From an optimization exercise on the open Yosys and OpenROAD flow, aimed at small area and a short achievable clock period; shortcuts taken in it are not production practice. The RTL was checked by simulation tests, not by an equivalence proof against the original design. Power is estimated from default activity; no workload was simulated.

==> flow/design.v <==
module uart_rx_recorder #(
  parameter int unsigned DEPTH      = 512,
  parameter logic [7:0]  TERMINATOR = 8'h00
) (
  input  logic       clk,
  input  logic       rst,
  input  logic       i_valid,
  input  logic [7:0] i_data,
  input  logic       i_clear,
  input  logic [8:0] i_raddr,
  output logic [7:0] o_rdata,
  output logic [9:0] o_count,
  output logic       o_busy,
  output logic       o_done,
  output logic       o_full,
  output logic [7:0] o_checksum
);
  localparam int unsigned AW       = $clog2(DEPTH);
  localparam logic [9:0]  DepthCnt = 10'(DEPTH);
  typedef enum logic [1:0] {StIdle, StRecord, StDone} state_e;
  state_e     state_q, state_d;
  logic [9:0] count_q, count_d;
  logic       we;
  logic [7:0] mem [DEPTH];
  always_comb begin
    state_d = state_q;
    count_d = count_q;
    we      = 1'b0;
    if (i_clear) begin
      state_d = StIdle;
      count_d = '0;
    end else if (i_valid && (state_q != StDone)) begin
      we      = 1'b1;
      count_d = count_q + 10'd1;
      if ((i_data == TERMINATOR) || (count_d == DepthCnt)) begin
        state_d = StDone;
      end else begin
        state_d = StRecord;
      end
    end
  end
  always_ff @(posedge clk) begin
    if (rst) begin
      state_q <= StIdle;
      count_q <= '0;
      o_busy  <= 1'b0;
      o_done  <= 1'b0;
      o_full  <= 1'b0;
    end else begin
      state_q <= state_d;
      count_q <= count_d;
      o_busy  <= (state_d == StRecord);
      o_done  <= (state_d == StDone);
      o_full  <= (count_d == DepthCnt);
    end
  end
  assign o_count = count_q;
  always_ff @(posedge clk) begin
    if (we) begin
      mem[count_q[AW-1:0]] <= i_data;
    end
  end
  always_ff @(posedge clk) begin
    if (rst) begin
      o_rdata <= 8'h00;
    end else begin
      o_rdata <= mem[i_raddr[AW-1:0]];
    end
  end
  logic [7:0] checksum_q;
  always_ff @(posedge clk) begin
    if (rst || i_clear) begin
      checksum_q <= 8'h00;
    end else if (we) begin
      checksum_q <= checksum_q + i_data;
    end
  end
  assign o_checksum = checksum_q;
endmodule
==> flow/run.sh <==
#!/bin/bash
# synth_recipe.tcl (not shown) runs the flow's synth.tcl, then flattens the netlist and writes it again
# the make line also repeats each setting of config.mk as NAME=value (left out here)
make -C /OpenROAD-flow-scripts/flow DESIGN_CONFIG=/design/flow/config.mk WORK_HOME=/design/flow/orfs CLKGATE_MAP_FILE= SYNTH_SCRIPT=/design/flow/synth_recipe.tcl finish
==> flow/config.mk <==
export PLATFORM = sky130hd
export DESIGN_NAME = uart_rx_recorder
export DESIGN_NICKNAME = uart_rx_recorder
export VERILOG_FILES = /design/flow/design.v
export SDC_FILE = /design/flow/constraint.sdc
export NUM_CORES = 4
export LEC_CHECK = 0
export CAP_MARGIN = 20
export CORE_MARGIN = 2
export CORE_UTILIZATION = 40
export SLEW_MARGIN = 20
==> flow/constraint.sdc <==
create_clock -name core_clock -period 3.5 [get_ports {clk}]
set_input_delay 0.7000 -clock core_clock [delete_from_list [all_inputs] [get_ports {clk}]]
set_output_delay 0.7000 -clock core_clock [all_outputs]
set_load 0.01 [all_outputs]
==> results of run 1 <==
[logic make-up after synthesis]
| logic type | after synthesis | synth area share, % |
|---|---|---|
| multiplexers | 1236 | 15.0 |
| flip-flops | 4127 | 77.1 |
| AO/OA/AOI/OAI | 689 | 2.96 |
| adder cells (fa/ha/maj) | 12 | 0.0983 |
| XOR/XNOR | 13 | 0.0710 |
| AND/OR/NAND/NOR | 1081 | 2.97 |
| buffers and inverters | 494 | 1.84 |
[Yosys cell counts (22+ instances only)]
| cell type | count | share of area (%) |
|---|---|---|
| a2111oi_0 | 31 | 0.17 |
| a211oi_1 | 61 | 0.29 |
| a21oi_1 | 99 | 0.31 |
| a221oi_1 | 28 | 0.15 |
| a22o_1 | 33 | 0.18 |
| a22oi_1 | 112 | 0.52 |
| buf_1 | 26 | 0.061 |
| buf_2 | 135 | 0.42 |
| buf_4 | 67 | 0.31 |
| buf_6 | 56 | 0.39 |
| clkbuf_1 | 174 | 0.41 |
| dfxtp_1 | 31 | 0.39 |
| edfxtp_1 | 4096 | 77 |
| mux2_2 | 22 | 0.15 |
| mux2i_1 | 294 | 1.8 |
| mux4_1 | 37 | 0.61 |
| mux4_2 | 883 | 12 |
| nand2_1 | 205 | 0.48 |
| nand3_1 | 38 | 0.12 |
| nand4_1 | 24 | 0.094 |
| nor2_1 | 619 | 1.4 |
| nor3_1 | 62 | 0.19 |
| o211ai_1 | 34 | 0.16 |
| o21ai_0 | 109 | 0.34 |
| o22ai_1 | 99 | 0.39 |
[power by group through the flow]
stage / clock network (uW) / logic, uW / registers [uW]
floorplan: 0 / 2380 / 55400
global placement: 0 / 5110 / 55400
detailed placement: 0 / 5200 / 55400
CTS: 45200 / 5210 / 54400
global route: 47100 / 5400 / 54400
finish: 44600 / 5190 / 54400
[per-layer routing]
metal  wire (um)  up-vias  global-route usage, %  part of all wire [%]
li1            -    34615                      -                     -
met5          51        -                      0                 0.011
met2      218000     3962                   35.8                    48
met1      179000    44933                   30.0                    40
met4       18500        8                   7.93                   4.1
met3       35800      722                   3.32                   7.9
[area by class of cell]
cell class,instances,area share [%]
multi-input cells,3031,17.9
clock inverters,247,1.40
well taps,5265,3.46
inverters,15,0.0329
repair buffers,1407,6.50
diodes,9,0.0118
flip-flops and latches,4127,65.0
clock buffers,525,5.74
[worst max-delay path: stages]
cell	delay, ns
clkdlybuf4s50_1	0.51
buf_12	0.20
buf_4	0.18
nand4bb_1	0.28
buf_4	0.24
nor2_1	0.15
a22o_1	0.28
a21oi_1	0.44
o2111ai_1	0.64
o41ai_1	0.51
[sequential cells by signal (all words and copies together), names as in the netlist]
name and count:
count_q 10, mem 4096, o_busy 1, o_full 1, o_done 1, checksum_q 8
o_rdata 8, state_q 2
[worst max-delay path by stage]
stage	startpoint	end	depth (start not counted)
floorplan	i_raddr[0]	o_rdata[6]	10
global placement	i_raddr[0]	o_rdata[3]	11
detailed placement	i_raddr[7]	o_rdata[5]	10
CTS	i_raddr[7]	o_rdata[5]	10
global route	i_raddr[7]	o_rdata[5]	10
finish	i_raddr[7]	o_rdata[5]	10
[through the flow]
step / power (uW) / hold WS (ns)
2_1_floorplan: 57800 / 0.491
3_3_place_gp: 60600 / 0.474
3_5_place_dp: 60600 / 0.473
4_1_cts: 105000 / 0.0472
5_1_grt: 107000 / 0.0640
6_report: 104000 / 0.0986
==> out/qor.txt, run 1 <==
Fmax: 0.302 GHz
outcome: timing/DRC/antenna clean
Cells after Synth: 7652
Placement Rows: 232
Root Driver: clkbuf_16
FF-to-FF Start: count_q[8]
clock skew: 0.0662 ns
H-tree levels: 5
maximum clock path buffer count: 4
fillers: 32402
Peak VDD IR: 423 uV
vias in the first global route: 85399
Crit. End Element: flip-flop
drt drc: 0
vias: 84240
flop-to-flop setup slack: 0.55 ns
IO buf count: 49
Routed Antenna Nets: 0
Netlist cell types: 90
global-route wire length before repair: 640 mm
Relative slew margins: 8.98%
# hold bufs at CTS: 0
area of the multi-input gates: 34100 um2
worst-case reg-to-reg path depth: 5
antenna violations before repair: 21
Initial DRC Count: 10575
full die area: 406000 um2
Post-Route WL: 451 mm
Core ar.: 399000 um2
Int Pwr: 81900 uW
die height: 637 um
largest net degree at the start of global routing: 204
fin worst setup slack: 0.189 ns
# Post-CTS Setup Buffers: 0
Die Wd: 637 um
Clk pwr share: 42.8%
count of final setup violators: 0
CTS sink count: 4127
count of pins over their slew limit: 0
Main synth FF type: edfxtp_1
EDFF count, synth: 4096
Starting Density: 40.2%
CTS tree: built
Synth-to-Final Area Change: 18.7%
post-layout util: 47.7%
total CTS buffers: 414
Worst-Margin Slew: 1.37 ns
post-CTS sizing: 0
final hold vios: 0
Crit Path Class: input port to flip-flop
Sw Ratio: 21.3%
Yosys warnings: 1
Psw: 22200 uW
#FFs+latches synth: 4127
Reg power frac: 52.2%
All-Layer GR Usage: 21.9%
period utilisation layout: 94.6%
max cap viols: 0
number of cells on the worst hold path: 1
Reg area: 124000 um2
worst hold start: i_data[2]
most frequent cells in the layout: edfxtp_1 (4096), buf_4 (1227), mux4_2 (883), nor2_1 (616), clkbuf_16 (418)
post-route insts no fill: 14626
commonest non-fill, non-tap cell in the layout: edfxtp_1
number of iterations in the first detailed-routing pass: 5
critical path peak fanout: 10
CP arrival: 4.16 ns
clock slew at reported path FFs: 0.06 ns
RSZ-0062 raised after global routing: no
share of flip-flops with an asynchronous set or reset: 0%
setup TNS: 0 ns
Via density: 5.76
crit path launch type: input port
WHS Endpoint: mem[127][2]
worst reg2reg endpoint: mem[183][5]
Post-Syn Area: 160000 um2
leakage: 0.0618 uW
dpl cells: 13845
Placed Area: 177000 um2
post-synthesis area per instance: 21.0 um2
minimum clock period: 3.31 ns
Finished Cell Area: 190000 um2
Data required, critical path: 4.35 ns
# nets final: 9029
grt total ovfl: 0
cell area power density: 547 nW/um2
drt wl/cell: 30.9 um
Clock Latency Late Sink: 0.99 ns
worst slack, placed: -0.685 ns
placer congestion estimate: 0.903
IO Pins: 50
Seq/Total Area, Yosys: 77.1%
Detail Placement HPWL: 296 mm
share of cells above drive strength 1: 31.4%
worst min-delay path category: input port to flip-flop
Logic pwr share: 5.0%
==> inputs of run 2 (changes only) <==
==> flow/design.v (replaced) <==
module uart_rx_recorder (
  input  logic       clk,
  input  logic       rst,
  input  logic       i_valid,
  input  logic [7:0] i_data,
  input  logic       i_clear,
  input  logic [8:0] i_raddr,
  output logic [7:0] o_rdata,
  output logic [9:0] o_count,
  output logic       o_busy,
  output logic       o_done,
  output logic       o_full,
  output logic [7:0] o_checksum
);
  logic       busy_q, done_q;
  logic [9:0] count_q;
  logic [7:0] sum_q;
  logic       we;
  logic [9:0] count_inc;
  logic       last;
  assign we        = i_valid & ~i_clear & ~done_q;
  assign count_inc = count_q + 10'd1;
  assign last      = (i_data == 8'h00) | count_q[9] | (&count_q[8:0]);
  always_ff @(posedge clk) begin
    if (rst || i_clear) begin
      busy_q  <= 1'b0;
      done_q  <= 1'b0;
      count_q <= '0;
      sum_q   <= '0;
    end else if (we) begin
      busy_q  <= ~last;
      done_q  <= last;
      count_q <= count_inc;
      sum_q   <= sum_q + i_data;
    end
  end
  assign o_count    = count_q;
  assign o_busy     = busy_q;
  assign o_done     = done_q;
  assign o_full     = count_q[9];
  assign o_checksum = sum_q;
  logic [511:0] wsel;
  logic [511:0] rsel;
  always_comb begin
    for (int r = 0; r < 512; r++) begin
      wsel[r] = (count_q[8:0] == 9'(r));
      rsel[r] = (i_raddr == 9'(r));
    end
  end
  logic [7:0] mem [512];
  for (genvar r = 0; r < 512; r++) begin : g_row
    always_ff @(posedge clk) begin
      if (we && wsel[r]) mem[r] <= i_data;
    end
  end
  localparam int NG = 171;
  logic [7:0] rd;
  logic [NG-1:0] part_n [8];
  for (genvar b = 0; b < 8; b++) begin : g_bit
    for (genvar g = 0; g < NG; g++) begin : g_grp
      localparam int R0 = 3 * g;
      localparam int R1 = (3 * g + 1 < 512) ? 3 * g + 1 : 511;
      localparam int R2 = (3 * g + 2 < 512) ? 3 * g + 2 : 511;
      uart_rx_recorder_aoi222 u_aoi (
        .a0(rsel[R0]), .b0(mem[R0][b]),
        .a1(rsel[R1]), .b1(mem[R1][b]),
        .a2(rsel[R2]), .b2(mem[R2][b]),
        .y (part_n[b][g])
      );
    end
    assign rd[b] = ~(&part_n[b]);
  end
  always_ff @(posedge clk) begin
    if (rst) o_rdata <= '0;
    else     o_rdata <= rd;
  end
endmodule
module uart_rx_recorder_aoi222 (
  input  logic a0, b0, a1, b1, a2, b2,
  output logic y
);
  assign y = ~((a0 & b0) | (a1 & b1) | (a2 & b2));
endmodule
--- a/flow/config.mk
+++ b/flow/config.mk
@@ -8,4 +8,8 @@
 export CAP_MARGIN = 20
 export CORE_MARGIN = 2
 export CORE_UTILIZATION = 40
+export CTS_CLUSTER_DIAMETER = 60
+export CTS_CLUSTER_SIZE = 30
+export SETUP_SLACK_MARGIN = 1.0
 export SLEW_MARGIN = 20
+export SYNTH_HIERARCHICAL = 1
==> out/qor.txt, run 2 <==
outcome: timing/DRC/antenna clean
Post-Route WL: 457 mm (+1.2%)
CP cell instances: buf_2, buf_6, nand4_1, buf_6, buf_12, buf_12, nor2_4, buf_4, a222oi_1, nand4_1, nor4_4, buf_4, nand4_1, nor3_2, nor2_1
full die area: 370000 um2 (-8.9%)
Main synth FF type: edfxtp_1
grt total ovfl: 0 (unchanged)
FF-to-FF Start: mem[366][6]
Data required, critical path: 4.33 ns (-0.02 ns)
clock skew: 0.0895 ns (+0.0233 ns)
Starting Density: 40.2% (+0.049 points)
count of pins over their slew limit: 0 (unchanged)
Crit Path Class: input port to flip-flop
dpl cells: 13828 (-0.12%)
max cap viols: 0 (unchanged)
drt wl/cell: 31.6 um (+2.5%)
most frequent cells in the layout: edfxtp_1 (4096), buf_4 (1639), a222oi_1 (1368), nor2_1 (907), nand4_1 (354)
period utilisation layout: 90.2% (-4.4 points)
final hold vios: 0 (unchanged)
antenna violations before repair: 30 (+43%)
minimum clock period: 3.16 ns (-0.156 ns)
crit path launch type: input port
worst min-delay path category: input port to flip-flop
number of iterations in the first detailed-routing pass: 13 (+8)
Relative slew margins: 17.6% (+8.6 points)
Clock Latency Late Sink: 0.99 ns (about the same)
Sw Ratio: 22.4% (+1.1 points)
Slowest-stage cell, CP: a222oi_1
total CTS buffers: 229 (-45%)
CP arrival: 3.98 ns (-0.18 ns)
number of flip-flops in the largest register: 4096 (unchanged)
commonest non-fill, non-tap cell in the layout: edfxtp_1
Yosys warnings: 10 (+9)
post-route insts no fill: 14445 (-1.2%)
global-route wire length before repair: 637 mm (-0.49%)
worst hold start: i_data[1]
post-synthesis area per instance: 19.7 um2 (-6.0%)
Peak VDD IR: 538 uV (+27%)
Clk pwr share: 36.5% (-6.3 points)
Design Power: 89400 uW (-14%)
CP top delay family: simple AND/OR/NAND/NOR gates
Die Wd: 608 um (-4.5%)
cell area power density: 498 nW/um2 (-9.0%)
Reg power frac: 60.8% (+8.6 points)
Synth top cells by count: edfxtp_1 (4096), a222oi_1 (1368), nor2_1 (1055), nand4_1 (354), clkbuf_1 (130)
#FFs+latches synth: 4124 (-0.073%)
leakage: 0.0578 uW (-6.5%)
Min Hold Slack: 0.0797 ns (-0.0189 ns)
share of flip-flops with an asynchronous set or reset: 0% (unchanged)
die height: 608 um (-4.5%)
flop-to-flop setup slack: 0.68 ns (+0.13 ns)
Seq/Total Area, Yosys: 84.6% (+7.5 points)
Int Pwr: 69400 uW (-15%)
Initial DRC Count: 18762 (+77%)
RSZ-0062 raised after global routing: yes
Routed Antenna Nets: 0 (unchanged)
Netlist cell types: 47 (-48%)
worst slack, placed: -2.20 ns (-1.52 ns)
Core ar.: 363000 um2 (-9.0%)
IO buf count: 49 (unchanged)
critical path peak fanout: 7 (-3)
share of cells above drive strength 1: 27.6% (-3.8 points)
Psw: 20000 uW (-9.9%)
count leader, synth: edfxtp_1
fin worst setup slack: 0.345 ns (+0.156 ns)
Placement Rows: 221 (-4.7%)
EDFF count, synth: 4096 (unchanged)
number of cells on the worst hold path: 1 (unchanged)
worst-case reg-to-reg path depth: 9 (+4)
placer congestion estimate: 0.921 (+2.0%)
Yosys top cell by area: edfxtp_1
clock slew at reported path FFs: 0.10 ns (+0.04 ns)
Cells after Synth: 7416 (-3.1%)
CP max stage delay: 0.44 ns (-0.20 ns)
IO Pins: 50 (unchanged)
largest net degree at the start of global routing: 158 (-23%)
Via density: 6.26 (+8.6%)
Fmax: 0.317 GHz (+4.9%)
All-Layer GR Usage: 23.8% (+1.8 points)
maximum clock path buffer count: 4 (unchanged)
# nets final: 9438 (+4.5%)
Synth-to-Final Area Change: 22.9%
vias in the first global route: 86290 (+1.0%)
Root Driver: clkbuf_16
CP Buf/Inv Count: 7 (+3)
vias: 90390 (+7.3%)
WHS Endpoint: mem[317][1]
count of final setup violators: 0 (unchanged)
Post-Syn Area: 146000 um2 (-8.9%)
Logic pwr share: 2.7% (-2.3 points)
Detail Placement HPWL: 295 mm (-0.22%)
drt drc: 0 (unchanged)
CTS sink count: 4124 (-0.073%)
largest cells by area after synthesis: edfxtp_1 (84%), a222oi_1 (9.4%), nor2_1 (2.7%)
Worst-Margin Slew: 1.24 ns (-0.129 ns)
proportion of netlist area held by the largest area contributor: 84.2% (+7.5 points)
Crit. End Element: flip-flop
worst reg2reg endpoint: o_rdata[6]
most frequent cell on the critical path: nand4_1
CTS tree: built
H-tree levels: 4 (-1)
run 2: changes by cell type in the layout (fill, tap and decap cells not counted), moves of 99 or more:
cell       change
o22ai_1       -99
mux2i_1      -294
a22oi_1      -112
mux4_2       -883
nor2_1       +291
buf_4        +412
nor2_2       +111
clkbuf_16    -184
a222oi_1    +1368
nand2_1      -144
o21ai_0      -105
nand4_1      +330
run 2: kinds of logic after synthesis:
kind of cell	after synthesis	share of synthesized area, %
DFF	4124	84.6
buffers and inverters	185	0.501
adders and majority gates	14	0.125
and+or+nand+nor	1690	5.25
xor gates and xnor gates	8	0.0480
AOI/OAI and AO/OA	1395	9.49
run 2: routing by layer:
layer	share of wire (%)	global-route usage [%]	vias to the layer above
met3	11	3.89	747
met4	4.3	8.98	20
met5	0.026	0	-
met2	47	38.3	5732
li1	-	-	37211
met1	38	32.6	46680
run 2: modules after synthesis (local to each module, per instance):
module                   cells inside  cell area [um2]  flip-flops and latches
uart_rx_recorder                 6048           132000                    4124
uart_rx_recorder_aoi222             1             10.0                       0
run 2: cell type report:
cell class / count / area, um2
inverter: 8 / 30.0
fill: 29191 / 184000
timing repair buffer: 1931 / 17300
antenna: 47 / 118
clock buffer: 241 / 5840
tap: 4794 / 6000
clock inverter: 191 / 2780
multi-input combinational: 3109 / 23800
sequential: 4124 / 124000
run 2: power by group through the flow:
stage / clock (uW) / combinational (uW) / sequential [uW]
after floorplan: 0 / 296 / 55400
after CTS: 32900 / 2370 / 54300
after global routing: 34600 / 2490 / 54300
after detailed placement: 0 / 2170 / 55400
after global placement: 0 / 2110 / 55400
final: 32600 / 2440 / 54300
run 2: how the worst max path moves through the flow:
stage	from	end	slack, ns	depth (start not counted)
4_1_cts	i_raddr[7]	o_rdata[6]	0.44	17
2_1_floorplan	i_raddr[4]	o_rdata[0]	1.00	11
3_3_place_gp	i_raddr[2]	o_rdata[2]	-2.12	15
5_1_grt	i_raddr[6]	o_rdata[4]	0.29	17
3_5_place_dp	i_raddr[2]	o_rdata[2]	-2.20	15
6_report	i_raddr[3]	o_rdata[0]	0.34	15
run 2: per-stage QoR:
step	area (um2)	setup TNS, ns	utilization [%]
2_1_floorplan	147000	0	-
6_report	179000	0	49.4
4_1_cts	179000	0	49.2
3_5_place_dp	167000	-15.06	46.0
5_1_grt	179000	0	49.4
3_3_place_gp	167000	-15.41	46.0
run 2: what timing repair did:
| item | in CTS | in global routing |
|---|---|---|
| cloned | 8 | 2 |
| pin swaps | 210 | 131 |
| endpoints found under the setup margin | 2693 | 534 |
| setup buffers | 104 | 23 |
| hold buffers | 1 | 0 |
| hold endpoints to repair | 1 | 0 |
| resized for setup | 475 | 117 |
==> inputs of run 3 (changes only) <==
--- a/flow/config.mk
+++ b/flow/config.mk
@@ -8,8 +8,5 @@
 export CAP_MARGIN = 20
 export CORE_MARGIN = 2
 export CORE_UTILIZATION = 40
-export CTS_CLUSTER_DIAMETER = 60
-export CTS_CLUSTER_SIZE = 30
-export SETUP_SLACK_MARGIN = 1.0
 export SLEW_MARGIN = 20
 export SYNTH_HIERARCHICAL = 1
==> out/qor.txt, run 3 <==
# hold bufs at CTS: 0 (-1)
setup TNS: -0.0999 ns (-0.0999 ns)
Root Driver: clkbuf_16
Design Power: 99900 uW (+12%)
fin worst setup slack: -0.0690 ns (-0.414 ns)
Sw Ratio: 20.0% (-2.4 points)
fillers: 29009 (-0.62%)
area of the multi-input gates: 22700 um2 (-4.7%)
antenna violations before repair: 25 (-17%)
minimum clock period: 3.57 ns (+0.414 ns)
Post-Syn Area: 146000 um2 (unchanged)
Starting Density: 40.2% (unchanged)
vias: 90249 (-0.16%)
worst hold start: i_data[4]
Fmax: 0.280 GHz (-12%)
final hold vios: 0 (unchanged)
Die Wd: 608 um (unchanged)
largest cells by area after synthesis: edfxtp_1 (84%), a222oi_1 (9.4%), nor2_1 (2.7%)
Post-Route WL: 452 mm (-0.94%)
Via density: 6.21 (-0.82%)
Detail Placement HPWL: 289 mm (-2.0%)
IO Pins: 50 (unchanged)
Placement Rows: 221 (unchanged)
cell area power density: 552 nW/um2 (+11%)
Crit Path Class: input port to flip-flop
critical path peak fanout: 6 (-1)
Core ar.: 363000 um2 (unchanged)
CP arrival: 4.38 ns (+0.40 ns)
post-synthesis area per instance: 19.7 um2 (unchanged)
Reg area: 124000 um2 (about the same)
Logic pwr share: 2.2% (-0.5 points)
Clk pwr share: 43.3% (+6.8 points)
count of pins over their slew limit: 0 (unchanged)
Netlist cell types: 47 (unchanged)
drt wl/cell: 31.1 um (-1.6%)
total CTS buffers: 400 (+75%)
share of flip-flops with an asynchronous set or reset: 0% (unchanged)
largest net degree at the start of global routing: 199 (+26%)
die height: 608 um (unchanged)
CTS sink count: 4124 (unchanged)
Initial DRC Count: 18211 (-2.9%)
outcome: finished with violations
Yosys warnings: 10 (unchanged)
global-route wire length before repair: 635 mm (-0.30%)
Main synth FF type: edfxtp_1
Yosys top cell by area: edfxtp_1
clock skew: 0.0679 ns (-0.0216 ns)
worst-case reg-to-reg path depth: 6 (-3)
count of final setup violators: 4 (+4)
Peak VDD IR: 458 uV (-15%)
drt drc: 0 (unchanged)
share of cells above drive strength 1: 25.0% (-2.6 points)
Crit. End Element: flip-flop
max cap viols: 0 (unchanged)
commonest non-fill, non-tap cell in the layout: edfxtp_1
placer congestion estimate: 0.937 (+1.7%)
FF-to-FF Start: count_q[2]
Relative slew margins: 18.1% (+0.55 points)
number of cells on the worst hold path: 1 (unchanged)
#FFs+latches synth: 4124 (unchanged)
number of flip-flops in the largest register: 4096 (unchanged)
Cells after Synth: 7416 (unchanged)
most frequent cells in the layout: edfxtp_1 (4096), buf_4 (1548), a222oi_1 (1368), nor2_1 (1029), clkbuf_16 (407)
Seq/Total Area, Yosys: 84.6% (unchanged)
Int Pwr: 80000 uW (+15%)
period utilisation layout: 102% (+12 points)
H-tree levels: 5 (+1)
Data required, critical path: 4.31 ns (-0.02 ns)
maximum clock path buffer count: 4 (unchanged)
EDFF count, synth: 4096 (unchanged)
full die area: 370000 um2 (unchanged)
Psw: 20000 uW (-0.35%)
# nets final: 9450 (+0.13%)
Synth-to-Final Area Change: 24.0%
Clock Latency Late Sink: 0.94 ns (-0.05 ns)
All-Layer GR Usage: 23.6% (-0.20 points)
Blocking Checks: negative setup slack
clock slew at reported path FFs: 0.06 ns (-0.04 ns)
Routed Antenna Nets: 0 (unchanged)
RSZ-0062 raised after global routing: yes
worst min-delay path category: input port to flip-flop
Min Hold Slack: 0.125 ns (+0.0451 ns)
Reg power frac: 54.4% (-6.4 points)
Synth top cells by count: edfxtp_1 (4096), a222oi_1 (1368), nor2_1 (1055), nand4_1 (354), clkbuf_1 (130)
IO buf count: 49 (unchanged)
CTS tree: built
number of iterations in the first detailed-routing pass: 12 (-1)
proportion of netlist area held by the largest area contributor: 84.2% (unchanged)
crit path launch type: input port
flop-to-flop setup slack: 0.49 ns (-0.19 ns)
count leader, synth: edfxtp_1
worst reg2reg endpoint: mem[453][5]
Worst-Margin Slew: 1.23 ns (-0.00824 ns)
WHS Endpoint: mem[152][4]
vias in the first global route: 87616 (+1.5%)
grt total ovfl: 0 (unchanged)
leakage: 0.0586 uW (+1.4%)
-- run 3: critical path, stage by stage --
cell and delay, ns:
clkdlybuf4s50_1 0.43, buf_6 0.16, nor2b_2 0.23, nand3_4 0.19
buf_12 0.19, nor2_1 0.12, buf_4 0.16, a222oi_1 0.46
nand4_1 0.52, nor4_4 0.50, nand4_1 0.38, nor3_2 0.24
nor2_1 0.06
-- run 3: power by group through the flow --
| stage | logic, uW | clock network (uW) | registers (uW) |
|---|---|---|---|
| final | 2250 | 43300 | 54400 |
| after floorplan | 267 | 0 | 55400 |
| after global routing | 2300 | 45600 | 54300 |
| after detailed placement | 2130 | 0 | 55400 |
| after global placement | 2080 | 0 | 55400 |
| after CTS | 2160 | 43700 | 54400 |
-- run 3: layout make-up --
class	count	area share (%)
inverter	8	0.0166
multi-input combinational	3107	12.5
sequential	4124	68.2
tap	4794	3.31
timing repair buffer	1774	8.62
clock buffer	474	5.76
clock inverter	252	1.50
antenna	8	0.0111
-- run 3: modules after synthesis (local to each module, per instance) --
module | cell area [um2] | cells | flip-flops and latches
uart_rx_recorder | 132000 | 6048 | 4124
uart_rx_recorder_aoi222 | 10.0 | 1 | 0
-- run 3: timing repair --
action	4_1_cts	5_1_grt
gates cloned	0	3
pin swaps	32	71
gates resized for setup	64	78
buffers inserted	11	26
endpoints found under the setup margin	8	8
-- run 3: per-layer routing --
layer | GRT usage [%] | vias to the layer above | share of wire (%)
li1 | - | 37287 | -
met1 | 32.2 | 46058 | 38
met2 | 37.3 | 6068 | 47
met3 | 4.38 | 832 | 11
met4 | 9.77 | 4 | 4.6
met5 | 0 | - | 0.0060
-- run 3: worst max-delay path by stage --
stage	from	to	slack, ns	cells past startpoint
global route	i_raddr[2]	o_rdata[1]	-0.04	16
CTS	i_raddr[1]	o_rdata[7]	-0.02	15
finish	i_raddr[2]	o_rdata[3]	-0.07	13
global placement	i_raddr[5]	o_rdata[3]	-1.78	15
floorplan	i_raddr[5]	o_rdata[0]	0.73	11
detailed placement	i_raddr[5]	o_rdata[7]	-1.71	16
-- run 3: cells by family (layout without fill, tap and decap cells) --
kind of cell | Yosys count | count (layout) | synth area share (%)
and+or+nand+nor | 1690 | 1690 | 5.25
other | 0 | 8 | 0
adders and majority gates | 14 | 14 | 0.125
DFF | 4124 | 4124 | 84.6
AOI/OAI and AO/OA | 1395 | 1395 | 9.49
xor gates and xnor gates | 8 | 8 | 0.0480
buffers and inverters | 185 | 2508 | 0.501
-- run 3: through the flow --
stage               instance area [um2]  utilization, %  worst slack, ns  std cells
finish                           181000            49.9          -0.0690      14541
global route                     181000            49.9          -0.0408      14538
CTS                              180000            49.7          -0.0197      14504
detailed placement               167000            45.9            -1.71      13768
global placement                 167000            45.9            -1.78      13768
floorplan                        146000               -            0.727       7416
==> inputs of run 4 (changes only) <==
--- a/flow/design.v
+++ b/flow/design.v
@@ -68,7 +68,33 @@
         .y (part_n[b][g])
       );
     end
-    assign rd[b] = ~(&part_n[b]);
+    logic [171:0] p_n;
+    logic [42:0]  l1;
+    logic [21:0]  l2_n;
+    logic [5:0]   l3;
+    logic [2:0]   l4_n;
+    assign p_n = {1'b1, part_n[b]};
+    for (genvar i = 0; i < 43; i++) begin : g_l1
+      uart_rx_recorder_nand4 u (.a(p_n[4*i]), .b(p_n[4*i+1]), .c(p_n[4*i+2]), .d(p_n[4*i+3]), .y(l1[i]));
+    end
+    for (genvar i = 0; i < 22; i++) begin : g_l2
+      if (2 * i + 1 < 43) begin : g_2
+        uart_rx_recorder_nor2 u (.a(l1[2*i]), .b(l1[2*i+1]), .y(l2_n[i]));
+      end else begin : g_1
+        assign l2_n[i] = ~l1[2*i];
+      end
+    end
+    for (genvar i = 0; i < 6; i++) begin : g_l3
+      if (i < 5) begin : g_4
+        uart_rx_recorder_nand4 u (.a(l2_n[4*i]), .b(l2_n[4*i+1]), .c(l2_n[4*i+2]), .d(l2_n[4*i+3]), .y(l3[i]));
+      end else begin : g_2
+        assign l3[i] = ~(l2_n[20] & l2_n[21]);
+      end
+    end
+    for (genvar i = 0; i < 3; i++) begin : g_l4
+      uart_rx_recorder_nor2 u (.a(l3[2*i]), .b(l3[2*i+1]), .y(l4_n[i]));
+    end
+    assign rd[b] = ~(&l4_n);
   end
   always_ff @(posedge clk) begin
     if (rst) o_rdata <= '0;
@@ -81,3 +107,15 @@
 );
   assign y = ~((a0 & b0) | (a1 & b1) | (a2 & b2));
 endmodule
+module uart_rx_recorder_nand4 (
+  input  logic a, b, c, d,
+  output logic y
+);
+  assign y = ~(a & b & c & d);
+endmodule
+module uart_rx_recorder_nor2 (
+  input  logic a, b,
+  output logic y
+);
+  assign y = ~(a | b);
+endmodule
--- a/flow/config.mk
+++ b/flow/config.mk
@@ -8,5 +8,8 @@
 export CAP_MARGIN = 20
 export CORE_MARGIN = 2
 export CORE_UTILIZATION = 40
+export CTS_CLUSTER_DIAMETER = 60
+export CTS_CLUSTER_SIZE = 30
+export SETUP_SLACK_MARGIN = 1.5
 export SLEW_MARGIN = 20
 export SYNTH_HIERARCHICAL = 1
==> out/qor.txt, run 4 <==
outcome: timing/DRC/antenna clean
CP Buf/Inv Count: 7 (+3)
Crit Path Class: input port to flip-flop
Core ar.: 365000 um2 (+0.53%)
CP max stage delay: 0.51 ns (about the same)
minimum clock period: 2.98 ns (-0.585 ns)
commonest non-fill, non-tap cell in the layout: edfxtp_1
crit path launch type: input port
CTS tree: built
placer congestion estimate: 0.892 (-4.8%)
RSZ-0062 raised after global routing: yes
antenna violations before repair: 9 (-64%)
Crit. End Element: flip-flop
share of cells above drive strength 1: 33.7% (+8.7 points)
FF-to-FF Start: mem[321][5]
Yosys top cell by area: edfxtp_1
Seq/Total Area, Yosys: 84.4% (-0.21 points)
clock slew at reported path FFs: 0.10 ns (+0.04 ns)
CP arrival: 3.83 ns (-0.55 ns)
maximum clock path buffer count: 4 (unchanged)
full die area: 371000 um2 (+0.25%)
most frequent cells in the layout: edfxtp_1 (4096), a222oi_1 (1368), buf_4 (1343), nor2_4 (550), nor2_1 (494)
Worst-Margin Slew: 1.04 ns (-0.184 ns)
H-tree levels: 4 (-1)
die height: 609 um (+0.12%)
Slowest-stage cell, CP: nand4_1
Placed Area: 169000 um2 (+1.7%)
WHS Endpoint: mem[387][3]
vias in the first global route: 86583 (-1.2%)
worst min-delay path category: input port to flip-flop
Synth-to-Final Area Change: 27.7%
max cap viols: 0 (unchanged)
All-Layer GR Usage: 23.4% (-0.13 points)
CP top delay family: simple AND/OR/NAND/NOR gates
Placement Rows: 222 (+0.45%)
count leader, synth: edfxtp_1
Root Driver: clkbuf_16
Die Wd: 609 um (+0.12%)
Relative slew margins: 30.4% (+12 points)
global-route wire length before repair: 631 mm (-0.68%)
Netlist cell types: 44 (-6.4%)
Detail Placement HPWL: 285 mm (-1.5%)
cell area power density: 482 nW/um2 (-13%)
count of pins over their slew limit: 0 (unchanged)
CTS sink count: 4124 (unchanged)
Min Hold Slack: 0.0852 ns (-0.0396 ns)
Synth top cells by count: edfxtp_1 (4096), a222oi_1 (1368), nor2_1 (1220), nand4_1 (387), clkbuf_1 (138)
critical path peak fanout: 8 (+2)
proportion of netlist area held by the largest area contributor: 84.0% (-0.21 points)
#FFs+latches synth: 4124 (unchanged)
period utilisation layout: 85.3% (-17 points)
count of final setup violators: 0 (-4)
Critical path origin: i_raddr[5]
Post-Syn Area: 146000 um2 (+0.25%)
met1 GRT Util: 31.7% (-0.46 points)
share of flip-flops with an asynchronous set or reset: 0% (unchanged)
Routed Antenna Nets: 0 (unchanged)
fin worst setup slack: 0.516 ns (+0.585 ns)
worst-case reg-to-reg path depth: 7 (+1)
drt wl/cell: 32.0 um (+2.9%)
vias: 90641 (+0.43%)
Via density: 6.22 (+0.20%)
GRT met3 Usage: 3.39% (-0.99 points)
final hold vios: 0 (unchanged)
grt total ovfl: 0 (unchanged)
IO buf count: 49 (unchanged)
drt drc: 0 (unchanged)
largest net degree at the start of global routing: 166 (-17%)
Starting Density: 40.1% (-0.11 points)
busiest grt layer: met2
# nets final: 9580 (+1.4%)
Fmax: 0.335 GHz (+20%)
number of cells on the worst hold path: 1 (unchanged)
Clock Latency Late Sink: 0.99 ns (+0.05 ns)
leakage: 0.0588 uW (+0.30%)
IO Pins: 50 (unchanged)
total CTS buffers: 240 (-40%)
met2 GRT Util: 38.3% (+1.1 points)
Yosys warnings: 10 (unchanged)
number of flip-flops in the largest register: 4096 (unchanged)
Data required, critical path: 4.35 ns (+0.04 ns)
worst slack, placed: -1.41 ns (+0.297 ns)
largest cells by area after synthesis: edfxtp_1 (84%), a222oi_1 (9.4%), nor2_1 (3.1%)
post-synthesis area per instance: 19.4 um2 (-1.4%)
Main synth FF type: edfxtp_1
Finished Cell Area: 187000 um2 (+3.3%)
flop-to-flop setup slack: 0.86 ns (+0.37 ns)
Peak VDD IR: 487 uV (+6.4%)
worst reg2reg endpoint: o_rdata[5]
Cells after Synth: 7538 (+1.6%)
clock skew: 0.0578 ns (-0.0100 ns)
Initial DRC Count: 16933 (-7.0%)
CP cell instances: buf_2, buf_12, nor3b_4, buf_6, nand2_8, buf_16, buf_4, nor2_2, buf_4, a222oi_1, nand4_1, nor2_2, nand4_1, buf_6, nor2_4, a31oi_1
EDFF count, synth: 4096 (unchanged)
worst hold start: i_data[3]
number of iterations in the first detailed-routing pass: 10 (-2)
Post-Route WL: 467 mm (+3.2%)
-- run 4: worst max path at each step --
stage | end | slack, ns | cells past startpoint
5_1_grt | o_rdata[0] | 0.58 | 15
4_1_cts | o_rdata[0] | 0.73 | 14
2_1_floorplan | mem[240][0] | 1.15 | 6
6_report | o_rdata[5] | 0.52 | 16
3_5_place_dp | o_rdata[5] | -1.41 | 14
3_3_place_gp | o_rdata[5] | -1.44 | 14
-- run 4: metal layers --
layer	vias up	routed length, um
met2	5278	221000
li1	37601	-
met1	46941	174000
met4	2	24000
met3	819	47400
met5	-	13
-- run 4: final cells by class --
cell class / instances / area, um2
antenna: 4 / 10.0
clock buffer: 252 / 6110
clock inverter: 200 / 2880
fill: 28729 / 178000
inverter: 8 / 37.5
multi-input combinational: 3240 / 28300
sequential: 4124 / 124000
tap: 4816 / 6030
timing repair buffer: 1931 / 20000
-- run 4: metrics by stage --
step	TNS, ns	utilization, %	power [uW]	cells
6_report	0	51.2	90200	14575
5_1_grt	0	51.2	92200	14574
3_5_place_dp	-9.97	46.4	57600	13652
3_3_place_gp	-10.14	46.4	57500	13652
2_1_floorplan	0	-	55700	7545
4_1_cts	0	49.6	90400	14259
-- run 4: repair_timing --
item	CTS	global route
gates resized for setup	385	537
hold buffers	0	0
setup buffers	143	276
gates cloned	12	36
pin swaps	188	267
endpoints found under the setup margin	4137	4129
-- run 4: cell families after synthesis --
| logic type | count (synthesis) | synth area share [%] |
|---|---|---|
| xor+xnor | 8 | 0.0479 |
| simple gates | 1800 | 5.44 |
| buf+inv | 187 | 0.501 |
| fa+ha+maj | 14 | 0.125 |
| flops | 4124 | 84.4 |
| other cells | 1 | 0.00256 |
| compound gates | 1404 | 9.51 |
-- run 4: report_power, final --
group | internal (uW) | switching [uW] | leakage (uW)
clock network | 15000 | 18500 | 0.00432
logic | 643 | 1780 | 0.0174
registers | 54200 | 51.9 | 0.0370
-- run 4: modules after synthesis (local to each module, per instance) --
module,cells,area (um2)
uart_rx_recorder_nor2,1,3.75
uart_rx_recorder_aoi222,1,10.0
uart_rx_recorder,5594,130000
uart_rx_recorder_nand4,1,6.26
==> inputs of run 5 (changes only) <==
--- a/flow/config.mk
+++ b/flow/config.mk
@@ -7,7 +7,7 @@
 export LEC_CHECK = 0
 export CAP_MARGIN = 20
 export CORE_MARGIN = 2
-export CORE_UTILIZATION = 40
+export CORE_UTILIZATION = 55
 export CTS_CLUSTER_DIAMETER = 60
 export CTS_CLUSTER_SIZE = 30
 export SETUP_SLACK_MARGIN = 1.5
==> out/qor.txt, run 5 <==
full die area: 270000 um2 (-27%)
main combinational cell family by area after synthesis: compound AO/OA/AOI/OAI gates
share of cells above drive strength 1: 31.0% (-2.7 points)
Synth Area in Adders: 0.125% (unchanged)
drt drc: 0 (unchanged)
post-synthesis compound-gate area fraction: 9.51% (unchanged)
post-layout util: 68.3% (+17 points)
Routed Antenna Nets: 0 (unchanged)
Data required, critical path: 4.32 ns (-0.03 ns)
All-Layer GR Usage: 32.5% (+9.0 points)
Finished Cell Area: 181000 um2 (-3.1%)
most frequent cells in the layout: edfxtp_1 (4096), a222oi_1 (1368), buf_4 (1082), nor2_4 (540), nor2_1 (492)
count of pins over their slew limit: 0 (unchanged)
Sw Ratio: 22.1% (-0.48 points)
GRT met3 Usage: 4.94% (+1.5 points)
# nets final: 9199 (-4.0%)
Post-Route WL: 458 mm (-1.9%)
vias: 88981 (-1.8%)
Synth top cells by count: edfxtp_1 (4096), a222oi_1 (1368), nor2_1 (1220), nand4_1 (387), clkbuf_1 (138)
final hold vios: 0 (unchanged)
#FFs+latches synth: 4124 (unchanged)
clock skew: 0.0442 ns (-0.0137 ns)
crit path launch type: input port
CTS tree: built
Synth-to-Final Area Change: 23.7%
post-synthesis area per instance: 19.4 um2 (unchanged)
antenna violations before repair: 3 (-6)
max cap viols: 0 (unchanged)
Synth Area in XOR/XNOR: 0.0478% (unchanged)
Detail Placement HPWL: 290 mm (+1.8%)
EDFF count, synth: 4096 (unchanged)
Int Pwr: 69500 uW (-0.42%)
Yosys top cell by area: edfxtp_1
largest cells by area after synthesis: edfxtp_1 (84%), a222oi_1 (9.4%), nor2_1 (3.1%)
Clock Latency Late Sink: 0.95 ns (-0.04 ns)
IO buf count: 49 (unchanged)
Cells after Synth: 7538 (unchanged)
Crit Path Class: input port to flip-flop
largest net degree at the start of global routing: 175 (+5.4%)
Post-Synth Simple-Gate Area: 5.44% (unchanged)
Starting Density: 55.2% (+15 points)
Logic pwr share: 2.7% (about the same)
fillers: 17009 (-41%)
period utilisation layout: 89.9% (+4.6 points)
die height: 520 um (-15%)
clock slew at reported path FFs: 0.09 ns (about the same)
worst min-delay path category: input port to flip-flop
met1 GRT Util: 45.6% (+14 points)
Main synth FF type: edfxtp_1
Die Wd: 520 um (-15%)
cell area power density: 493 nW/um2 (+2.2%)
Reg area: 124000 um2 (unchanged)
number of iterations in the first detailed-routing pass: 12 (+2)
Reg power frac: 60.8% (+0.6 points)
Root Driver: clkbuf_16
Design Power: 89300 uW (-1.0%)
Via density: 6.90 (+11%)
Placement Rows: 189 (-15%)
maximum clock path buffer count: 4 (unchanged)
Clk pwr share: 36.5% (-0.6 points)
number of flip-flops in the largest register: 4096 (unchanged)
IO Pins: 50 (unchanged)
share of flip-flops with an asynchronous set or reset: 0% (unchanged)
Core ar.: 265000 um2 (-27%)
Initial DRC Count: 16813 (-0.71%)
placer congestion estimate: 0.910 (+2.1%)
Relative slew margins: 26.5% (-4.0 points)
global-route wire length before repair: 626 mm (-0.80%)
drt wl/cell: 35.5 um (+11%)
Min Hold Slack: 0.126 ns (+0.0403 ns)
Peak VDD IR: 451 uV (-7.4%)
CP arrival: 3.96 ns (+0.13 ns)
Crit. End Element: flip-flop
met2 GRT Util: 51.7% (+13 points)
# hold bufs at CTS: 0 (unchanged)
Placed Area: 166000 um2 (-1.9%)
grt total ovfl: 0 (unchanged)
Fmax: 0.318 GHz (-5.1%)
count of final setup violators: 0 (unchanged)
total CTS buffers: 232 (-3.3%)
setup TNS: 0 ns (unchanged)
commonest non-fill, non-tap cell in the layout: edfxtp_1
H-tree levels: 4 (unchanged)
proportion of netlist area held by the largest area contributor: 84.0% (unchanged)
critical path peak fanout: 9 (+1)
outcome: timing/DRC/antenna clean
post-synthesis mux area share: 0% (unchanged)
Netlist cell types: 44 (unchanged)
Yosys warnings: 10 (unchanged)
Seq/Total Area, Yosys: 84.4% (unchanged)
busiest grt layer: met2
Worst-Margin Slew: 1.10 ns (+0.0594 ns)
area of the multi-input gates: 28200 um2 (-0.23%)
RSZ-0062 raised after global routing: yes
count leader, synth: edfxtp_1
leakage: 0.0565 uW (-3.9%)
vias in the first global route: 84828 (-2.0%)
Psw: 19700 uW (-3.1%)
CTS sink count: 4124 (unchanged)
minimum clock period: 3.15 ns (+0.162 ns)
Post-Syn Area: 146000 um2 (unchanged)
==> run 5: layer usage <==
layer,wire [um],vias to the layer above
li1,-,36809
met1,172000,45988
met2,216000,5420
met3,47000,764
met4,22800,0
met5,0,-
==> run 5: through the flow <==
| step | cells | setup slack [ns] |
|---|---|---|
| CTS | 12740 | 0.510 |
| global route | 12900 | 0.397 |
| detailed placement | 12163 | -1.94 |
| global placement | 12163 | -1.95 |
| finish | 12904 | 0.354 |
| floorplan | 7545 | 1.15 |
==> run 5: cell families after synthesis <==
group	count (synthesis)
adder cells (fa/ha/maj)	14
other	1
XOR/XNOR	8
buffers and inverters	187
AO/OA/AOI/OAI	1404
flip-flops	4124
AND/OR/NAND/NOR	1800
==> run 5: critical path, stage by stage <==
cell and delay, ns:
buf_2 0.11, buf_12 0.14, nand2_2 0.08, nor2_4 0.08
buf_6 0.15, buf_4 0.14, nand2_4 0.16, nor2_1 0.18
a222oi_1 0.63, nand4_1 0.26, nor2_4 0.24, nand4_1 0.41
nor2_4 0.50, a31oi_1 0.13
==> run 5: cell type report <==
| type | count | share of cell area (%) |
|---|---|---|
| Inverter | 8 | 0.0193 |
| Timing Repair Buffer | 1559 | 8.96 |
| Clock inverter | 192 | 1.45 |
| Multi-Input combinational cell | 3239 | 15.6 |
| Tap cell | 3533 | 2.44 |
| Clock buffer | 244 | 3.30 |
| Sequential cell | 4124 | 68.3 |
| Antenna cell | 5 | 0.00691 |
==> run 5: repair_timing <==
| item | in CTS | in global routing |
|---|---|---|
| gates resized for setup | 533 | 335 |
| buffers inserted | 131 | 131 |
| setup endpoints to repair | 4144 | 3399 |
| gates cloned | 10 | 28 |
| pin swaps | 194 | 174 |
==> run 5: worst paths after layout <==
kind | slack, ns | start | end | depth (start not counted)
setup / recovery | 0.35 | i_raddr[6] | o_rdata[4] | 14
hold / removal | 0.13 | i_data[5] | mem[441][5] | 1
setup reg to reg | 0.65 | mem[381][4] | o_rdata[4] | 8
hold reg to reg | 0.56 | count_q[5] | count_q[5] | 2
==> run 5: power by group through the flow <==
| stage | logic (uW) | registers [uW] | clock network, uW |
|---|---|---|---|
| after floorplan | 356 | 55400 | 0 |
| after global placement | 2120 | 55400 | 0 |
| after detailed placement | 2170 | 55400 | 0 |
| after CTS | 2320 | 54200 | 32900 |
| after global routing | 2470 | 54200 | 34500 |
| final | 2420 | 54200 | 32600 |
==> run 5: Yosys stat by module, one instance, submodules excluded <==
module                   times used  flops+latches  cells  area [um2]
uart_rx_recorder_nor2           192              0      1        3.75
uart_rx_recorder_aoi222        1368              0      1        10.0
uart_rx_recorder_nand4          384              0      1        6.26
uart_rx_recorder                  1           4124   5594      130000
==> inputs of run 6 (changes only) <==
--- a/flow/design.v
+++ b/flow/design.v
@@ -53,45 +53,24 @@
       if (we && wsel[r]) mem[r] <= i_data;
     end
   end
-  localparam int NG = 171;
   logic [7:0] rd;
-  logic [NG-1:0] part_n [8];
   for (genvar b = 0; b < 8; b++) begin : g_bit
-    for (genvar g = 0; g < NG; g++) begin : g_grp
-      localparam int R0 = 3 * g;
-      localparam int R1 = (3 * g + 1 < 512) ? 3 * g + 1 : 511;
-      localparam int R2 = (3 * g + 2 < 512) ? 3 * g + 2 : 511;
-      uart_rx_recorder_aoi222 u_aoi (
-        .a0(rsel[R0]), .b0(mem[R0][b]),
-        .a1(rsel[R1]), .b1(mem[R1][b]),
-        .a2(rsel[R2]), .b2(mem[R2][b]),
-        .y (part_n[b][g])
-      );
+    logic [63:0]  l1;
+    logic [31:0]  l2_n;
+    logic [7:0]   l3;
+    logic [3:0]   l4_n;
+    for (genvar i = 0; i < 64; i++) begin : g_l1
+      uart_rx_recorder_or8 u (.s(rsel[8*i +: 8]), .d({mem[8*i+7][b], mem[8*i+6][b], mem[8*i+5][b], mem[8*i+4][b],
+                                                   mem[8*i+3][b], mem[8*i+2][b], mem[8*i+1][b], mem[8*i][b]}),
+                              .y(l1[i]));
     end
-    logic [171:0] p_n;
-    logic [42:0]  l1;
-    logic [21:0]  l2_n;
-    logic [5:0]   l3;
-    logic [2:0]   l4_n;
-    assign p_n = {1'b1, part_n[b]};
-    for (genvar i = 0; i < 43; i++) begin : g_l1
-      uart_rx_recorder_nand4 u (.a(p_n[4*i]), .b(p_n[4*i+1]), .c(p_n[4*i+2]), .d(p_n[4*i+3]), .y(l1[i]));
+    for (genvar i = 0; i < 32; i++) begin : g_l2
+      uart_rx_recorder_nor2 u (.a(l1[2*i]), .b(l1[2*i+1]), .y(l2_n[i]));
     end
-    for (genvar i = 0; i < 22; i++) begin : g_l2
-      if (2 * i + 1 < 43) begin : g_2
-        uart_rx_recorder_nor2 u (.a(l1[2*i]), .b(l1[2*i+1]), .y(l2_n[i]));
-      end else begin : g_1
-        assign l2_n[i] = ~l1[2*i];
-      end
+    for (genvar i = 0; i < 8; i++) begin : g_l3
+      uart_rx_recorder_nand4 u (.a(l2_n[4*i]), .b(l2_n[4*i+1]), .c(l2_n[4*i+2]), .d(l2_n[4*i+3]), .y(l3[i]));
     end
-    for (genvar i = 0; i < 6; i++) begin : g_l3
-      if (i < 5) begin : g_4
-        uart_rx_recorder_nand4 u (.a(l2_n[4*i]), .b(l2_n[4*i+1]), .c(l2_n[4*i+2]), .d(l2_n[4*i+3]), .y(l3[i]));
-      end else begin : g_2
-        assign l3[i] = ~(l2_n[20] & l2_n[21]);
-      end
-    end
-    for (genvar i = 0; i < 3; i++) begin : g_l4
+    for (genvar i = 0; i < 4; i++) begin : g_l4
       uart_rx_recorder_nor2 u (.a(l3[2*i]), .b(l3[2*i+1]), .y(l4_n[i]));
     end
     assign rd[b] = ~(&l4_n);
@@ -101,11 +80,12 @@
     else     o_rdata <= rd;
   end
 endmodule
-module uart_rx_recorder_aoi222 (
-  input  logic a0, b0, a1, b1, a2, b2,
-  output logic y
+module uart_rx_recorder_or8 (
+  input  logic [7:0] s,
+  input  logic [7:0] d,
+  output logic       y
 );
-  assign y = ~((a0 & b0) | (a1 & b1) | (a2 & b2));
+  assign y = |(s & d);
 endmodule
 module uart_rx_recorder_nand4 (
   input  logic a, b, c, d,
--- a/flow/config.mk
+++ b/flow/config.mk
@@ -7,9 +7,11 @@
 export LEC_CHECK = 0
 export CAP_MARGIN = 20
 export CORE_MARGIN = 2
-export CORE_UTILIZATION = 55
+export CORE_UTILIZATION = 40
 export CTS_CLUSTER_DIAMETER = 60
 export CTS_CLUSTER_SIZE = 30
+export GPL_TIMING_DRIVEN = 0
 export SETUP_SLACK_MARGIN = 1.5
 export SLEW_MARGIN = 20
 export SYNTH_HIERARCHICAL = 1
+export TNS_END_PERCENT = 5
==> out/qor.txt, run 6 <==
Relative slew margins: 42.2% (+16 points)
#FFs+latches synth: 4124 (unchanged)
die height: 616 um (+19%)
vias: 87380 (-1.8%)
number of flip-flops in the largest register: 4096 (unchanged)
most frequent cells in the layout: edfxtp_1 (4096), a22oi_1 (1921), nand4_1 (581), nor2_2 (523), nor2_4 (464)
Yosys top cell by area: edfxtp_1
outcome: timing/DRC/antenna clean
Fmax: 0.352 GHz (+11%)
count of pins over their slew limit: 0 (unchanged)
Initial DRC Count: 11997 (-29%)
Placed Area: 161000 um2 (-3.0%)
global-route wire length before repair: 607 mm (-3.1%)
leakage: 0.0521 uW (-7.7%)
Crit. End Element: flip-flop
count of final setup violators: 0 (unchanged)
share of cells above drive strength 1: 23.8% (-7.3 points)
commonest non-fill, non-tap cell in the layout: edfxtp_1
largest cells by area after synthesis: edfxtp_1 (82%), a22oi_1 (10%), nor2_1 (3.3%)
Post-Route WL: 447 mm (-2.5%)
Yosys warnings: 8 (-2)
clock skew: 0.0768 ns (+0.0326 ns)
Post-Syn Area: 150000 um2 (+2.4%)
Crit Path Class: input port to flip-flop
CTS sink count: 4124 (unchanged)
full die area: 380000 um2 (+40%)
Cells after Synth: 8507 (+13%)
worst slack, placed: -2.61 ns (-0.673 ns)
Worst-Margin Slew: 0.867 ns (-0.236 ns)
largest net degree at the start of global routing: 113 (-35%)
fin worst setup slack: 0.661 ns (+0.307 ns)
Peak VDD IR: 407 uV (-9.7%)
grt total ovfl: 0 (unchanged)
critical path peak fanout: 8 (-1)
total CTS buffers: 276 (+19%)
vias in the first global route: 83528 (-1.5%)
CTS tree: built
clock slew at reported path FFs: 0.09 ns (about the same)
Synth-to-Final Area Change: 19.9%
crit path launch type: input port
Starting Density: 40.2% (-15 points)
antenna violations before repair: 16 (+13)
CP arrival: 3.60 ns (-0.36 ns)
Clock Latency Late Sink: 0.96 ns (about the same)
period utilisation layout: 81.1% (-8.8 points)
RSZ-0062 raised after global routing: yes
Finished Cell Area: 180000 um2 (-0.79%)
fillers: 30477 (+79%)
max cap viols: 0 (unchanged)
Placement Rows: 224 (+19%)
H-tree levels: 5 (+1)
Die Wd: 616 um (+19%)
minimum clock period: 2.84 ns (-0.307 ns)
Detail Placement HPWL: 277 mm (-4.6%)
proportion of netlist area held by the largest area contributor: 82.0% (-2.0 points)
worst min-delay path category: input port to flip-flop
All-Layer GR Usage: 22.1% (-10 points)
# nets final: 9162 (-0.40%)
drt drc: 0 (unchanged)
maximum clock path buffer count: 4 (unchanged)
Via density: 6.09 (-12%)
EDFF count, synth: 4096 (unchanged)
Seq/Total Area, Yosys: 82.4% (-2.0 points)
Routed Antenna Nets: 0 (unchanged)
IO Pins: 50 (unchanged)
placer congestion estimate: 0.881 (-3.3%)
IO buf count: 48 (-2.0%)
post-synthesis area per instance: 17.6 um2 (-9.3%)
cell area power density: 516 nW/um2 (+4.7%)
share of flip-flops with an asynchronous set or reset: 0% (unchanged)
Main synth FF type: edfxtp_1
Core ar.: 373000 um2 (+41%)
drt wl/cell: 31.2 um (-12%)
Netlist cell types: 48 (+9.1%)
number of iterations in the first detailed-routing pass: 8 (-4)
Synth top cells by count: edfxtp_1 (4096), a22oi_1 (2048), nor2_1 (1320), nand4_1 (581), clkbuf_1 (124)
final hold vios: 0 (unchanged)
flop-to-flop setup slack: 0.76 ns (+0.11 ns)
Root Driver: clkbuf_16
Data required, critical path: 4.26 ns (-0.06 ns)
count leader, synth: edfxtp_1
==> run 6: power by group <==
group	total, uW	switching [uW]	internal [uW]	leakage (uW)
clock	36000	19000	17000	0.00482
combinational	2520	1920	604	0.0103
sequential	54200	12.0	54200	0.0370
==> run 6: timing repair <==
action,4_1_cts,5_1_grt
gates cloned,3,38
endpoints found under the setup margin,4144,4144
buffers inserted,29,125
pin swaps,104,162
hold buffers,0,0
gates resized for setup,1011,715
==> run 6: path summary, 6_finish.rpt <==
| check | start | endpoint | cells past startpoint |
|---|---|---|---|
| worst max-delay path | i_raddr[2] | o_rdata[5] | 12 |
| worst min-delay path | i_data[2] | mem[373][2] | 1 |
| worst max register to register | count_q[4] | mem[216][1] | 7 |
| worst min register to register | sum_q[3] | sum_q[3] | 2 |
==> run 6: cell type report <==
cell class	instances	area, um2	share of cell area, %
clock buffer	290	7090	3.94
multi-input combinational	4199	32100	17.9
tap	4972	6220	3.46
timing repair buffer	342	5540	3.08
clock inverter	216	2960	1.64
buffer	177	2180	1.21
antenna	12	30.0	0.0167
sequential	4124	124000	68.8
inverter	7	28.8	0.0160
==> run 6: critical path: stages <==
cell	delay (ns)
buf_4	0.17
nor2b_4	0.19
nand2_4	0.16
clkbuf_8	0.26
buf_16	0.20
nor2_4	0.10
a22oi_1	0.26
nand4_1	0.27
nor2_2	0.21
nand4_1	0.36
nor2_4	0.37
a41oi_4	0.30
==> run 6: layer usage <==
metal | up-vias | track usage [%] | share of wire, %
met5 | - | 0 | 0.0029
met4 | 2 | 7.77 | 4.4
met3 | 732 | 3.34 | 9.1
met2 | 4566 | 36.5 | 48
met1 | 45234 | 29.9 | 39
li1 | 36846 | - | -
==> run 6: Yosys stat by module, one instance, submodules excluded <==
module                  cell area (um2)  cells inside  copies in the design  flops+latches
uart_rx_recorder_nand4             6.26             1                    64              0
uart_rx_recorder_nor2              3.75             1                   288              0
uart_rx_recorder_or8               36.3             5                   512              0
uart_rx_recorder                 130000          5595                     1           4124
==> run 6: cell families (layout without fill, tap and decap cells) <==
logic type	after synthesis	after routing	share of synthesized area [%]
other	0	12	0
flip-flops	4124	4124	82.4
multiplexers	2	2	0.0133
buffers and inverters	184	1032	0.526
AND/OR/NAND/NOR	2093	2093	6.49
XOR/XNOR	7	7	0.0409
AO/OA/AOI/OAI	2083	2083	10.4
adder cells (fa/ha/maj)	14	14	0.122
==> run 6: stage by stage <==
stage / hold slack (ns) / cells / TNS, ns / power [uW] / utilization [%]
after floorplan: 0.491 / 8507 / 0 / 55700 / -
after global placement: 0.479 / 13527 / - / 58500 / 42.6
after detailed placement: 0.473 / 13626 / -640.85 / 57400 / 43.3
after CTS: 0.0945 / 14164 / 0 / 92800 / 47.0
after global routing: 0.000816 / 14339 / 0 / 94900 / 48.2
final: 0.0337 / 14339 / 0 / 92700 / 48.2
==> inputs of run 7 (changes only) <==
--- a/flow/design.v
+++ b/flow/design.v
@@ -39,18 +39,28 @@
   assign o_done     = done_q;
   assign o_full     = count_q[9];
   assign o_checksum = sum_q;
-  logic [511:0] wsel;
+  logic [7:0] wa_q, wb_q, wc_q;
+  always_ff @(posedge clk) begin
+    if (rst || i_clear) begin
+      wa_q <= 8'd1;
+      wb_q <= 8'd1;
+      wc_q <= 8'd1;
+    end else if (we) begin
+      wa_q <= {wa_q[6:0], wa_q[7]};
+      if (wa_q[7]) wb_q <= {wb_q[6:0], wb_q[7]};
+      if (wa_q[7] && wb_q[7]) wc_q <= {wc_q[6:0], wc_q[7]};
+    end
+  end
+  logic [63:0]  wbc;
   logic [511:0] rsel;
   always_comb begin
-    for (int r = 0; r < 512; r++) begin
-      wsel[r] = (count_q[8:0] == 9'(r));
-      rsel[r] = (i_raddr == 9'(r));
-    end
+    for (int k = 0; k < 64; k++) wbc[k] = we & wb_q[k % 8] & wc_q[k / 8];
+    for (int r = 0; r < 512; r++) rsel[r] = (i_raddr == 9'(r));
   end
   logic [7:0] mem [512];
   for (genvar r = 0; r < 512; r++) begin : g_row
     always_ff @(posedge clk) begin
-      if (we && wsel[r]) mem[r] <= i_data;
+      if (wa_q[r % 8] && wbc[r / 8]) mem[r] <= i_data;
     end
   end
   logic [7:0] rd;
@@ -73,7 +83,11 @@
     for (genvar i = 0; i < 4; i++) begin : g_l4
       uart_rx_recorder_nor2 u (.a(l3[2*i]), .b(l3[2*i+1]), .y(l4_n[i]));
     end
-    assign rd[b] = ~(&l4_n);
+    logic [1:0] l5;
+    for (genvar i = 0; i < 2; i++) begin : g_l5
+      uart_rx_recorder_nand2 u (.a(l4_n[2*i]), .b(l4_n[2*i+1]), .y(l5[i]));
+    end
+    assign rd[b] = l5[0] | l5[1];
   end
   always_ff @(posedge clk) begin
     if (rst) o_rdata <= '0;
@@ -99,3 +113,9 @@
 );
   assign y = ~(a | b);
 endmodule
+module uart_rx_recorder_nand2 (
+  input  logic a, b,
+  output logic y
+);
+  assign y = ~(a & b);
+endmodule
==> out/qor.txt, run 7 <==
outcome: timing/DRC/antenna clean
Yosys warnings: 8 (unchanged)
Yosys top cell by area: edfxtp_1
total CTS buffers: 268 (-2.9%)
final hold vios: 0 (unchanged)
EDFF count, synth: 4096 (unchanged)
worst hold start: i_data[1]
Synth-to-Final Area Change: 18.4%
number of iterations in the first detailed-routing pass: 6 (-2)
number of flip-flops in the largest register: 4096 (unchanged)
leakage: 0.0547 uW (+4.9%)
cell area power density: 514 nW/um2 (-0.37%)
fillers: 30802 (+1.1%)
vias in the first global route: 84796 (+1.5%)
met3 wire length: 47.2 mm (+16%)
clock skew: 0.0793 ns (+0.00250 ns)
CTS tree: built
number of cells on the worst hold path: 1 (unchanged)
dpl cells: 13759 (+0.98%)
placer congestion estimate: 0.887 (+0.74%)
largest net degree at the start of global routing: 119 (+5.3%)
max cap viols: 0 (unchanged)
antenna violations before repair: 52 (+36)
worst reg2reg endpoint: mem[165][6]
worst min-delay path category: input port to flip-flop
CTS sink count: 4148 (+0.58%)
Netlist cell types: 44 (-8.3%)
Worst-Margin Slew: 1.30 ns (+0.430 ns)
Initial DRC Count: 13076 (+9.0%)
WHS Endpoint: mem[1][1]
Via density: 6.18 (+1.4%)
crit path launch type: input port
critical path peak fanout: 10 (+2)
minimum clock period: 2.51 ns (-0.326 ns)
drt drc: 0 (unchanged)
RSZ-0062 raised after global routing: yes
CP Buf/Inv Count: 3 (unchanged)
Main synth FF type: edfxtp_1
count of final setup violators: 0 (unchanged)
All-Layer GR Usage: 22.6% (+0.52 points)
Slowest-stage cell, CP: nor2_4
met2 wire length: 214 mm (-0.14%)
met1 WL: 173 mm (+0.56%)
clock slew at reported path FFs: 0.09 ns (about the same)
H-tree levels: 5 (unchanged)
Routed Antenna Nets: 0 (unchanged)
Detail Placement HPWL: 292 mm (+5.5%)
Cells after Synth: 8603 (+1.1%)
Data required, critical path: 4.31 ns (+0.05 ns)
largest cells by area after synthesis: edfxtp_1 (81%), a22oi_1 (10%), nand4_1 (2.4%)
global-route wire length before repair: 621 mm (+2.3%)
full die area: 384000 um2 (+1.1%)
Starting Density: 40.1% (-0.12 points)
Synth top cells by count: edfxtp_1 (4096), a22oi_1 (2055), nor2_1 (848), nand4_1 (579), and3_1 (459)
post-route insts no fill: 14433 (+0.66%)
commonest non-fill, non-tap cell in the layout: edfxtp_1
Clock Latency Late Sink: 0.95 ns (about the same)
#FFs+latches synth: 4148 (+0.58%)
Crit Path Class: input port to flip-flop
share of cells above drive strength 1: 24.5% (+0.74 points)
Fmax: 0.398 GHz (+13%)
proportion of netlist area held by the largest area contributor: 81.1% (-0.91 points)
Die Wd: 620 um (+0.55%)
share of flip-flops with an asynchronous set or reset: 0% (unchanged)
post-synthesis area per instance: 17.6 um2 (about the same)
Top Layer Used: met4
flop-to-flop setup slack: 1.09 ns (+0.33 ns)
Relative slew margins: 13.5% (-29 points)
count leader, synth: edfxtp_1
Placement Rows: 226 (+0.89%)
FF-to-FF Start: wa_q[5]
drt wl/cell: 31.6 um (+1.5%)
CP arrival: 3.33 ns (-0.27 ns)
IO buf count: 49 (+2.1%)
Core ar.: 378000 um2 (+1.4%)
count of pins over their slew limit: 0 (unchanged)
worst slack, placed: -1.89 ns (+0.716 ns)
Post-Route WL: 456 mm (+2.1%)
fin worst setup slack: 0.987 ns (+0.326 ns)
maximum clock path buffer count: 4 (unchanged)
vias: 89160 (+2.0%)
CP max stage delay: 0.31 ns (-0.06 ns)
CP cell instances: buf_4, and2_4, clkbuf_16, nand2_8, buf_8, nor2_2, a22oi_1, nand4_1, nor2_1, nand4_1, nor2_4, nand2_4, nor2_4, nor2_1
most frequent cells in the layout: edfxtp_1 (4096), a22oi_1 (1701), nand4_1 (579), nor2_2 (447), a22oi_2 (354)
worst-case reg-to-reg path depth: 4 (-3)
Root Driver: clkbuf_16
CP top delay family: simple AND/OR/NAND/NOR gates
# nets final: 9186 (+0.26%)
IO Pins: 50 (unchanged)
Post-Syn Area: 152000 um2 (+1.1%)
grt total ovfl: 0 (unchanged)
Peak VDD IR: 472 uV (+16%)
Crit. End Element: flip-flop
Seq/Total Area, Yosys: 81.8% (-0.59 points)
die height: 620 um (+0.55%)
period utilisation layout: 71.8% (-9.3 points)
Design Power: 92300 uW (-0.44%)
run 7: changes by cell type in the layout (fill, tap and decap cells not counted), moves of 55 or more:
| cell | delta |
|---|---|
| nor2_2 | -76 |
| a22oi_1 | -220 |
| and3_1 | +137 |
| nor2_1 | -86 |
| and3_4 | +119 |
| a22oi_2 | +227 |
| nor2_4 | -324 |
| and3_2 | +199 |
| buf_4 | -55 |
run 7: worst max-delay path by stage:
stage | start | to | depth (start not counted)
after floorplan | i_raddr[5] | o_rdata[0] | 13
after global placement | i_data[2] | sum_q[7] | 7
after detailed placement | i_raddr[8] | o_rdata[2] | 14
after CTS | wb_q[0] | mem[64][5] | 5
after global routing | i_raddr[5] | o_rdata[2] | 14
final | i_raddr[5] | o_rdata[2] | 14
run 7: metal layers:
layer | vias to the layer above | GRT usage, %
met4 | 0 | 10.5
met5 | - | 0
met3 | 915 | 4.98
met2 | 5149 | 35.7
met1 | 45814 | 29.9
li1 | 37282 | -
run 7: worst reg2reg max path: cells and delay by family, from the launching register on:
family,cells,cell delay [ns]
buffers and inverters,3,1.20
DFF,1,0.41
and+or+nand+nor,1,0.51
run 7: cell type report:
cell class	count	area (um2)	share of cell area [%]
multi-input cells	4212	32200	17.9
plain buffers	243	2580	1.44
clock buffers	287	6980	3.88
diodes	45	113	0.0627
clock inverters	200	2680	1.49
flip-flops and latches	4148	124000	69.1
well taps	5016	6280	3.49
repair buffers	282	4690	2.61
run 7: report_power, final:
group          total (uW)  switching, uW  leakage [uW]  internal, uW
sequential          54500           17.1        0.0372         54500
combinational        2500           1900        0.0128           597
clock               35300          18500       0.00462         16800
total               92300          20500        0.0547         71900
run 7: modules after synthesis (local to each module, per instance):
module / copies in the design / area, um2
uart_rx_recorder: 1 / 132000
uart_rx_recorder_nand2: 16 / 3.75
uart_rx_recorder_nor2: 288 / 3.75
uart_rx_recorder_nand4: 64 / 6.26
uart_rx_recorder_or8: 512 / 36.3
run 7: kinds of logic (layout without fill, tap and decap cells):
| logic type | after synthesis | after routing | synth area share (%) |
|---|---|---|---|
| other cells | 0 | 45 | 0 |
| xor+xnor | 9 | 9 | 0.0520 |
| simple gates | 2092 | 2092 | 7.09 |
| compound gates | 2101 | 2101 | 10.3 |
| buf+inv | 243 | 1012 | 0.630 |
| flops | 4148 | 4148 | 81.8 |
| fa+ha+maj | 10 | 10 | 0.0875 |
run 7: what timing repair did:
item	in CTS	in global routing
hold buffers	0	0
setup endpoints to repair	4176	4166
gates cloned	1	15
pin swaps	176	359
gates resized for setup	923	1427
setup buffers	18	108
run 7: through the flow:
stage	hold WS, ns	TNS, ns	utilization [%]	instance area (um2)
6_report	0.131	0	47.5	180000
5_1_grt	0.102	0	47.5	180000
4_1_cts	0.0878	0	45.9	174000
3_5_place_dp	0.490	-2497.77	42.6	161000
3_3_place_gp	0.486	-	41.9	159000
2_1_floorplan	0.491	0	-	152000

[port drivers added, routing unchanged]
Ports are ideal in the flow. The routed layouts listed here were re-timed in OpenROAD.
Step 1: set_driving_cell puts a clkbuf_16 on clk and a buf_2 on each other input, an assumption about the parent block.
Step 2 moves the port delays by t, midway between the first and last clock arrival at a register: inputs arrive t later, outputs are due t later. That takes back most of the time a late clock gives input paths.
a / b / c = ideal ports / drivers / drivers and shift; a / b = the first two.
run | shift t [ns] | slack for setup (ns) | worst hold slack (ns) | worst setup path after step 2
run 1 | 1.077 | 0.189 / 0.198 / -0.792 | 0.099 / 0.037 / 0.487 | input to register
run 2 | 1.047 | 0.345 / 0.329 / -0.719 | 0.080 / 0.023 / 0.489 | input to register
run 3 | 0.994 | -0.069 / -0.010 / -1.004 | 0.125 / 0.075 / 0.490 | input to register
run 4 | 1.072 | 0.516 / 0.494 / -0.578 | 0.085 / 0.054 / 0.482 | input to register
run 5 | 1.034 | 0.354 / 0.415 / -0.620 | 0.126 / 0.079 / 0.555 | input to register
run 6 | 1.037 | 0.661 / 0.631 / -0.406 | 0.034 / 0.129 / 0.479 | input to register
run 7 | 1.046 | 0.987 / 0.892 / -0.154 | 0.131 / 0.059 / 0.489 | input to register
With both steps, setup timing fails in 6 of these runs, where it was met with ideal ports. For run 7, which loses most, drivers alone change the setup slack by -0.095 ns; drivers and shift together by -1.141 ns.
